Source: an optimization exercise on an open RTL-to-GDS flow (aim: small area, a short achievable clock period and few clock cycles). Production flows keep margins and buffers that such runs may drop. Function was checked by simulation only, so behaviour that the tests miss may differ from the original. No activity file was given, so power comes from the tool's default toggle rates.

Setup of the reference run:
## rhythm_slot_regularity_tracker_unit
module rhythm_slot_regularity_tracker_unit (
    input  wire logic                 aclk,
    input  wire logic                 aresetn,
    input  wire logic                 s_valid,
    output logic                      s_ready,
    input  rsrt_pkg::rsrt_in_t             s_data,
    output logic                      m_valid,
    input  wire logic                 m_ready,
    output rsrt_pkg::rsrt_out_t                 m_data,
    input  wire logic                 cfg_valid,
    output logic                      cfg_ready,
    input  wire logic [rsrt_pkg::CFG_IDX_W-1:0] cfg_index,
    input  wire logic [15:0]          cfg_data
);
clock: 10.0 ns
lec_check: 0
cap_margin: 20
core_margin: 2
core_utilization: 40
slew_margin: 20
run.sh (not shown) runs the stock make flow with config.mk's settings and CLKGATE_MAP_FILE= SYNTH_SCRIPT=/design/flow/synth_recipe.tcl, a recipe that flattens the netlist after the stock synthesis.
Testbench counts of the reference run, summed over its fixed seeds: cycles 22,632.
Input-level comparison between the trial run and the reference run:
-- flow/design.v --
<<< the reference run, line 88
    logic [7:0]  refr [16];
    logic [7:0]  mean_r;
    logic [15:0] score_r;
    logic [7:0]  act_r;
>>> the trial run, line 88
    logic [7:0]  refr [16];
    logic [7:0]  mean_r;
    logic        low_r;       
    logic        actf_r;      
    logic [15:0] score_r;
    logic [7:0]  act_r;
<<< the reference run, line 118
    logic [7:0]  acc_r;
    logic        sv_r;
    logic [11:0] csa_r, csb_r;
    logic [4:0]  cn_r;
>>> the trial run, line 120
    logic [7:0]  acc_r;
    logic        sv_r;
    logic        sw_r;        
    logic [11:0] csa_r, csb_r;
    logic [4:0]  cn_r;
<<< the reference run, line 200
    assign ex_smo = ex_t == T_SMOOTH;
    assign ex_stp = ex_t == T_STEP;
    assign low_mean  = mean_r < act_r;
    logic nk;
    assign nk      = !dis_r && !lim_small;
>>> the trial run, line 203
    assign ex_smo = ex_t == T_SMOOTH;
    assign ex_stp = ex_t == T_STEP;
    assign low_mean  = low_r;
    logic nk;
    assign nk      = !dis_r && !lim_small;
<<< the reference run, line 241
    logic [15:0] rsel;
    logic [7:0]  rd_h, rd_r, h_in, r_in;
    assign rsel = (sw_cyc ? ex_o : rq_o);
    always_comb begin
        rd_h = 8'd0;
>>> the trial run, line 244
    logic [15:0] rsel;
    logic [7:0]  rd_h, rd_r, h_in, r_in;
    assign rsel = (rq_o & {16{!sw_r}}) | (ex_o & {16{sw_r}});
    always_comb begin
        rd_h = 8'd0;
<<< the reference run, line 347
    logic [7:0] mean_nx;
    logic       act_nx;
    assign d3_o    = r4(p2r_r, p2n_r, p2n3_r);
    assign d3_q    = {p2q_r, d3_o[5:4]};
>>> the trial run, line 350
    logic [7:0] mean_nx;
    logic       act_nx;
    logic       low_nx;
    assign d3_o    = r4(p2r_r, p2n_r, p2n3_r);
    assign d3_q    = {p2q_r, d3_o[5:4]};
<<< the reference run, line 379
        mean_nx = !d3_nz ? 8'd0 : d3_rnd ? mi_d[d] : mq_d[d];
        act_nx  = d3_nz && (d3_rnd ? ge_d[d] : gt_d[d]);
    end
    logic [35:0] res;
    always_comb begin
        if (sk_v)
            res = {mean_r, sk_smo ? raw_r : 8'd0, sk_smo && dis_r, mean_r > act_r,
                   score_r, sk_case};
        else if (ex_smo)
            res = {mean_nx, (sm_st == SM_4) ? raw_nx : raw_r, dis_r, act_nx, score_r, 2'd0};
        else
            res = {mean_r, 8'd0, 1'b0, mean_r > act_r, score_nx, case_nx};
    end
    logic accept, advance, out_free, rq_v_n, ex_v_n, ex_smo_n, sk_v_n, x2c_n;
>>> the trial run, line 383
        mean_nx = !d3_nz ? 8'd0 : d3_rnd ? mi_d[d] : mq_d[d];
        act_nx  = d3_nz && (d3_rnd ? ge_d[d] : gt_d[d]);
        low_nx  = !d3_nz ? act_r != 8'd0
                : d3_rnd ? !ge_d[d] && mi_d[d] != act_r : !ge_d[d];
    end
    logic [35:0] res;
    always_comb begin
        if (sk_v)
            res = {mean_r, sk_smo ? raw_r : 8'd0, sk_smo && dis_r, actf_r,
                   score_r, sk_case};
        else if (ex_smo)
            res = {mean_nx, (sm_st == SM_4) ? raw_nx : raw_r, dis_r, act_nx, score_r, 2'd0};
        else
            res = {mean_r, 8'd0, 1'b0, actf_r, score_nx, case_nx};
    end
    logic accept, advance, out_free, rq_v_n, ex_v_n, ex_smo_n, sk_v_n, x2c_n;
<<< the reference run, line 428
            sm_st  <= SM_IDLE;
            ek_r   <= 1'b0;
        end else begin
            rq_v   <= rq_v_n;
            ex_v   <= ex_v_n;
>>> the trial run, line 434
            sm_st  <= SM_IDLE;
            ek_r   <= 1'b0;
            sw_r   <= 1'b0;
        end else begin
            sw_r   <= sm_run && sm_st_n == SM_SW;
            rq_v   <= rq_v_n;
            ex_v   <= ex_v_n;
<<< the reference run, line 480
            for (int i = 0; i < 16; i++) refr[i] <= 8'd0;
            mean_r  <= 8'd0;
            score_r <= 16'd0;
            act_r   <= 8'd4;
>>> the trial run, line 488
            for (int i = 0; i < 16; i++) refr[i] <= 8'd0;
            mean_r  <= 8'd0;
            low_r   <= 1'b1;
            actf_r  <= 1'b0;
            score_r <= 16'd0;
            act_r   <= 8'd4;
<<< the reference run, line 486
        end else begin
            if (cfg_valid) begin
                if (cfg_index == 1'b0) act_r <= cfg_data[7:0];
                else begin
                    lim_r     <= cfg_data[7:0];
>>> the trial run, line 496
        end else begin
            if (cfg_valid) begin
                if (cfg_index == 1'b0) begin
                    act_r  <= cfg_data[7:0];
                    low_r  <= mean_r < cfg_data[7:0];
                    actf_r <= mean_r > cfg_data[7:0];
                end
                else begin
                    lim_r     <= cfg_data[7:0];
<<< the reference run, line 497
            end
            if (stp_ex) score_r <= score_nx;
            if (x2_done && ex_smo) mean_r <= mean_nx;
        end
    end
>>> the trial run, line 511
            end
            if (stp_ex) score_r <= score_nx;
            if (x2_done && ex_smo) begin
                mean_r <= mean_nx;
                low_r  <= low_nx;
                actf_r <= act_nx;
            end
        end
    end
### Flow results
Number of global-route vias before repair of the trial run falls short of that of the reference run slightly.
The compound-cell area share of the yosys netlist in the trial run was lower than what the reference run gave.
On well tap count, the higher figure sits with the reference run, not the trial run.
The setup slack of the trial run is smaller than that of the reference run.
The run showing the smaller combinational fraction of design power is the trial run.
NOTE wire length the detailed router placed on met1 the reference run->the trial run increased by a few percent
The higher flip-flop and latch count of the reference run and the trial run is in the trial run.
Testbench counts of the trial run, summed over its fixed seeds: cycles 22,632.

---

Another version of the RTL of rhythm_slot_regularity_tracker_unit (not shown whole).
Size: ~3300 cells after synthesis, about 540 flip-flops, ~0.034 mm^2 of cells after synthesis.
Settings: LEC_CHECK=0, CAP_MARGIN=20, CORE_MARGIN=2, CORE_UTILIZATION=40, SLEW_MARGIN=20; clock period 10.0 ns.
Testbench counts at the start, summed over its fixed seeds: cycles 23,224.
Change:
--- a/flow/design.v
+++ b/flow/design.v
@@ -194,17 +194,15 @@
     logic [15:0] ref_wo;
     logic [7:0]  bus;
     assign ex_add = ex_t == T_ADD;
     assign ex_clr = ex_t == T_CLEAR;
     assign ex_smo = ex_t == T_SMOOTH;
     assign ex_stp = ex_t == T_STEP;
     assign low_mean  = mean_r < act_r;
-    logic nk;
-    assign nk      = !dis_r && !lim_small;
-    assign x2_done = ex_v && !sk_v && (!ex_smo || sm_st == SM_5 || (sm_st == SM_4 && nk));
+    assign x2_done = ex_v && !sk_v && (!ex_smo || sm_st == SM_5);
     assign add_ex  = x2_done && ex_add;
     assign clr_ex  = x2_done && ex_clr;
     assign stp_ex  = x2_done && ex_stp;
     assign add_s = {1'b0, ex_h} + {1'b0, ex_a};
     assign add_v = add_s[8] ? 8'hFF : add_s[7:0];
     assign score_inc = (score_r == 16'hFFFF) ? score_r : score_r + 16'd1;
     assign score_dec = (score_r == 16'h0000) ? score_r : score_r - 16'd1;
@@ -292,34 +290,30 @@
     end
     logic [7:0] peak_eff;
     logic [6:0] p3q_nx;
     logic       p3c_nx;
     assign raise    = ltm8(pk_r, lv_r);
     assign peak_eff = raise ? lv_r : pk_r;
     assign p3_ok = !raise;
-    function automatic logic [7:0] div3(input logic [7:0] x);
+    always_comb begin
         logic r1, r0, b, n1, n0;
         logic [7:0] q;
         r1 = 1'b0;
         r0 = 1'b0;
         for (int i = 7; i >= 0; i--) begin
-            b    = x[i];
+            b    = peak_eff[i];
             q[i] = r1 | (r0 & b);
             n1   = (r0 & ~b) | (r1 & b);
             n0   = (~r1 & ~r0 & b) | (r1 & ~b);
             r1   = n1;
             r0   = n0;
         end
-        div3 = {q[6:0], r1 | r0};
-    endfunction
-    logic [7:0] p3_pk, p3_lv;
-    assign p3_pk  = div3(pk_r);
-    assign p3_lv  = div3(lv_r);
-    assign p3q_nx = raise ? p3_lv[7:1] : p3_pk[7:1];
-    assign p3c_nx = raise ? p3_lv[0] : p3_pk[0];
+        p3q_nx = q[6:0];
+        p3c_nx = r1 | r0;
+    end
     logic [11:0] d1_s;
     logic [6:0]  d1_n3;
     logic [5:0]  d1_o;
     assign d1_s  = csa_r + csb_r;
     assign d1_n3 = {2'b0, cn_r} + {1'b0, cn_r, 1'b0};
     assign d1_o  = r4(d1_s[11:6], cn_r, d1_n3);
     logic [5:0] d2_a, d2_b;
@@ -375,15 +369,15 @@
     end
     logic [35:0] res;
     always_comb begin
         if (sk_v)
             res = {mean_r, sk_smo ? raw_r : 8'd0, sk_smo && dis_r, mean_r > act_r,
                    score_r, sk_case};
         else if (ex_smo)
-            res = {mean_nx, (sm_st == SM_4) ? raw_nx : raw_r, dis_r, act_nx, score_r, 2'd0};
+            res = {mean_nx, raw_r, dis_r, act_nx, score_r, 2'd0};
         else
             res = {mean_r, 8'd0, 1'b0, mean_r > act_r, score_nx, case_nx};
     end
     logic accept, advance, out_free, rq_v_n, ex_v_n, ex_smo_n, sk_v_n, x2c_n;
     logic [3:0] sm_st_n;
     assign accept   = s_valid && srdy_r;
     assign advance  = rq_v && (!ex_v || x2_done);
@@ -399,22 +393,21 @@
                 SM_IDLE: if (!sk_v && p3_ok) sm_st_n = lim_small ? SM_MUL : SM_2;
                 SM_MUL:  if (ex_o[7]) sm_st_n = SM_K;
                 SM_K:    sm_st_n = SM_SW;
                 SM_SW:   if (ex_o[15]) sm_st_n = SM_SWE;
                 SM_SWE:  sm_st_n = SM_2;
                 SM_2:    sm_st_n = SM_3;
                 SM_3:    sm_st_n = SM_4;
-                SM_4:    sm_st_n = !nk ? SM_5 : !sk_v ? SM_IDLE : SM_4;
+                SM_4:    sm_st_n = SM_5;
                 SM_5:    if (!sk_v) sm_st_n = SM_IDLE;
                 default: sm_st_n = SM_IDLE;
             endcase
         end
     end
-    assign x2c_n = !ex_v_n || (!sk_v_n && (!ex_smo_n || sm_st_n == SM_5 ||
-                                           (sm_st_n == SM_4 && nk)));
+    assign x2c_n = !ex_v_n || (!sk_v_n && (!ex_smo_n || sm_st_n == SM_5));
     always_ff @(posedge aclk) begin
         if (!aresetn) begin
             rq_v   <= 1'b0;
             ex_v   <= 1'b0;
             srdy_r <= 1'b1;
             mv_r   <= 1'b0;
             sk_v   <= 1'b0;
@@ -520,15 +513,15 @@
             if (sm_st == SM_IDLE || sm_st == SM_K || sm_st == SM_2) begin
                 csa_r <= tsa;
                 csb_r <= tsb;
                 cn_r  <= tcnt;
             end
             if (k_cyc) dis_r <= |(kill & nz);
             if (k2)    dis_r <= 1'b1;
-            if (sm_st == SM_3 || (sm_st == SM_4 && !nk)) begin
+            if (sm_st == SM_3 || sm_st == SM_4) begin
                 p2q_r  <= {p1q_r, d2_a[5:4], d2_b[5:4]};
                 p2r_r  <= {d2_b[3:0], p1r_r[1:0]};
                 p2n_r  <= p1n_r;
                 p2n3_r <= p1n3_r;
             end
             if (sm_st == SM_4) raw_r <= raw_nx;
         end
After rerunning: The changed run went through all stages and came out clean. Synthesized cell count drops by about 6%. Die area decreases by about 2.6%. Hold slack gains 0.0031 ns. Global-route usage went down by 2.9 points. First-iteration DRC count shrinks by 15%. Count of clock-buffer cells in the layout increases by 2. Synthesized area came out lower by 2.7%. Cell area fell by 2.9%. Core utilization rises by 0.11 points. Setup slack got worse by 0.26 ns. Register-to-register slack got worse by 0.26 ns. Sequential power is about the same. Total power came out lower by about 3.6%. Via count goes down by 8.6%.
Testbench counts after the change, summed over its fixed seeds: cycles 24,042.

---

Setup of blue:
rhythm_slot_regularity_tracker_unit, a different RTL version from the one above (not shown whole).
Size: about 3200 cells after synthesis, about 540 flip-flops, roughly 32000 um^2 of cells after synthesis.
clock: 10.0 ns
lec_check: 0
cap_margin: 20
core_margin: 2
core_utilization: 40
slew_margin: 20
Testbench counts of blue, summed over its fixed seeds: cycles 24,435.
Relative to blue, the following input files were edited for purple:
-- flow/design.v --
<<< blue, line 113
    logic [6:0]  p3q_r;
    logic        p3c_r;
    logic        raise_r;
    logic        raise;
    logic        p3_ok;
>>> purple, line 113
    logic [6:0]  p3q_r;
    logic        p3c_r;
    logic        raise;
    logic        p3_ok;
<<< blue, line 119
    logic [7:0]  acc_r;
    logic        sv_r;
    logic        sw_r;        
    logic [11:0] csa_r, csb_r;
    logic [4:0]  cn_r;
>>> purple, line 118
    logic [7:0]  acc_r;
    logic        sv_r;
    logic [11:0] csa_r, csb_r;
    logic [4:0]  cn_r;
<<< blue, line 235
    logic [15:0] rsel;
    logic [7:0]  rd_h, rd_r, h_in, r_in;
    assign rsel = (rq_o & {16{!sw_r}}) | (ex_o & {16{sw_r}});
    always_comb begin
        rd_h = 8'd0;
>>> purple, line 233
    logic [15:0] rsel;
    logic [7:0]  rd_h, rd_r, h_in, r_in;
    assign rsel = (sw_cyc ? ex_o : rq_o);
    always_comb begin
        rd_h = 8'd0;
<<< blue, line 296
    assign raise    = ltm8(pk_r, lv_r);
    assign peak_eff = raise ? lv_r : pk_r;
    assign p3_ok = !raise && !raise_r;
    always_comb begin
        logic r1, r0, b, n1, n0;
        logic [7:0] q;
>>> purple, line 294
    assign raise    = ltm8(pk_r, lv_r);
    assign peak_eff = raise ? lv_r : pk_r;
    assign p3_ok = !raise;
    function automatic logic [7:0] div3(input logic [7:0] x);
        logic r1, r0, b, n1, n0;
        logic [7:0] q;
<<< blue, line 303
        r0 = 1'b0;
        for (int i = 7; i >= 0; i--) begin
            b    = pk_r[i];
            q[i] = r1 | (r0 & b);
            n1   = (r0 & ~b) | (r1 & b);
>>> purple, line 301
        r0 = 1'b0;
        for (int i = 7; i >= 0; i--) begin
            b    = x[i];
            q[i] = r1 | (r0 & b);
            n1   = (r0 & ~b) | (r1 & b);
<<< blue, line 310
            r0   = n0;
        end
        p3q_nx = q[6:0];
        p3c_nx = r1 | r0;
    end
    logic [11:0] d1_s;
    logic [6:0]  d1_n3;
>>> purple, line 308
            r0   = n0;
        end
        div3 = {q[6:0], r1 | r0};
    endfunction
    logic [7:0] p3_pk, p3_lv;
    assign p3_pk  = div3(pk_r);
    assign p3_lv  = div3(lv_r);
    assign p3q_nx = raise ? p3_lv[7:1] : p3_pk[7:1];
    assign p3c_nx = raise ? p3_lv[0] : p3_pk[0];
    logic [11:0] d1_s;
    logic [6:0]  d1_n3;
<<< blue, line 320
    assign d1_o  = r4(d1_s[11:6], cn_r, d1_n3);
    logic [5:0] d2_a, d2_b;
    assign d2_a = r4(p1r_r[9:4], p1n_r, p1n3_r);
    assign d2_b = r4({d2_a[3:0], p1r_r[3:2]}, p1n_r, p1n3_r);
    logic [5:0] d3_o;
    logic [7:0] d3_q;
>>> purple, line 322
    assign d1_o  = r4(d1_s[11:6], cn_r, d1_n3);
    logic [5:0] d2_a, d2_b;
    logic [5:0] d2_bk [4];
    always_comb begin
        logic [3:0] ck [4];
        ck[0] = p1r_r[7:4];
        ck[1] = p1r_r[7:4] - p1n_r[3:0];
        ck[2] = p1r_r[7:4] - {p1n_r[2:0], 1'b0};
        ck[3] = p1r_r[7:4] - p1n3_r[3:0];
        for (int k = 0; k < 4; k++) d2_bk[k] = r4({ck[k], p1r_r[3:2]}, p1n_r, p1n3_r);
    end
    assign d2_a = r4(p1r_r[9:4], p1n_r, p1n3_r);
    assign d2_b = d2_bk[d2_a[5:4]];
    logic [5:0] d3_o;
    logic [7:0] d3_q;
<<< blue, line 406
            sk_v   <= 1'b0;
            sm_st  <= SM_IDLE;
            sw_r   <= 1'b0;
        end else begin
            sw_r   <= sm_run && sm_st_n == SM_SW;
            rq_v   <= rq_v_n;
            ex_v   <= ex_v_n;
>>> purple, line 417
            sk_v   <= 1'b0;
            sm_st  <= SM_IDLE;
        end else begin
            rq_v   <= rq_v_n;
            ex_v   <= ex_v_n;
<<< blue, line 485
            p3q_r <= 7'd0;
            p3c_r <= 1'b0;
            raise_r <= 1'b0;
        end else begin
            raise_r <= raise;
            pk_r  <= (k_cyc && lim_small) ? 8'd0 : peak_eff;
            lv_r  <= add_ex ? add_v
>>> purple, line 494
            p3q_r <= 7'd0;
            p3c_r <= 1'b0;
        end else begin
            pk_r  <= (k_cyc && lim_small) ? 8'd0 : peak_eff;
            lv_r  <= add_ex ? add_v
<<< blue, line 496
    end
    always_ff @(posedge aclk) begin
        if (sm_run) begin
            if (sm_st == SM_IDLE) acc_r <= 8'd0;
>>> purple, line 503
    end
    always_ff @(posedge aclk) begin
        p1q_r  <= d1_o[5:4];
        p1r_r  <= {d1_o[3:0], d1_s[5:0]};
        p1n_r  <= cn_r;
        p1n3_r <= d1_n3;
    end
    always_ff @(posedge aclk) begin
        if (sm_run) begin
            if (sm_st == SM_IDLE) acc_r <= 8'd0;
<<< blue, line 502
            end
            sv_r <= sw_cyc;
            if (k_cyc || sm_st == SM_2) begin
                csa_r <= tsa;
                csb_r <= tsb;
>>> purple, line 515
            end
            sv_r <= sw_cyc;
            if (sm_st == SM_IDLE || sm_st == SM_K || sm_st == SM_2) begin
                csa_r <= tsa;
                csb_r <= tsb;
<<< blue, line 509
            if (k_cyc) dis_r <= |(kill & nz);
            if (k2)    dis_r <= 1'b1;
            if (sm_st == SM_2 || sm_st == SM_3) begin
                p1q_r  <= d1_o[5:4];
                p1r_r  <= {d1_o[3:0], d1_s[5:0]};
                p1n_r  <= cn_r;
                p1n3_r <= d1_n3;
            end
            if (sm_st == SM_3 || sm_st == SM_4) begin
                p2q_r  <= {p1q_r, d2_a[5:4], d2_b[5:4]};
>>> purple, line 522
            if (k_cyc) dis_r <= |(kill & nz);
            if (k2)    dis_r <= 1'b1;
            if (sm_st == SM_3 || sm_st == SM_4) begin
                p2q_r  <= {p1q_r, d2_a[5:4], d2_b[5:4]};
Of purple and blue, the run reporting the higher required time of the critical path was blue. From blue to purple the numbers moved as follows: total global-route track usage went down by 1.6 points; number of standard-cell rows in the floorplan went up by 1.9%; register fraction of the total cell area went down by 1.9 points; mean area per synthesized cell was more or less identical; compound-gate portion of the synthesized area went down by 2.6 points. What blue reported for non-clock buffer count has to be multiplied by 0.913 to get the figure for purple. Count of different cell masters after synthesis of purple exceeds that of blue by a few percent. Met2 wire length (lower): blue. Taking blue as 1.0, purple lands at 1.2 on power per unit of standard cell area.
Testbench counts of purple, summed over its fixed seeds: cycles 24,042.

==> port drivers added, routing unchanged <==
The results above use ideal ports. As a check the final layouts listed here were re-extracted and re-timed, cells and wires unchanged. Step 1, drivers: a clkbuf_16 drives aclk and a buf_2 each remaining input, both assumed. Step 2 moves the port delays by t, midway between the first and last clock arrival at a register: inputs arrive t later, outputs are due t later. That takes back most of the time a late clock gives input paths. Three values: ideal ports, drivers, drivers and shift; two values: the first two.
run	t, ns	setup WS [ns]	clock arrival spread, ns	slew at the worst register clock pin (ns)	cell pins on the clock port's net
the reference run	0.681	5.655 / 5.655 / 5.655	0.036 / 0.036	0.07 / 0.07	1
the trial run	0.710	5.641 / 5.641 / 5.381	0.029 / 0.029	0.07 / 0.07	1
the first run of note 2	0.710	5.611 / 5.611 / 5.225	0.030 / 0.030	0.07 / 0.07	1
the second run of note 2	0.688	5.347 / 5.347 / 5.347	0.029 / 0.029	0.07 / 0.07	1
blue	0.698	4.937 / 4.937 / 4.937	0.035 / 0.035	0.06 / 0.06	1
purple	0.701	5.558 / 5.558 / 5.406	0.027 / 0.026	0.07 / 0.07	1
After both steps setup and hold are still met in every run listed. For the first run of note 2, which loses most, drivers alone change the setup slack by 0.000 ns; drivers and shift together by -0.386 ns.
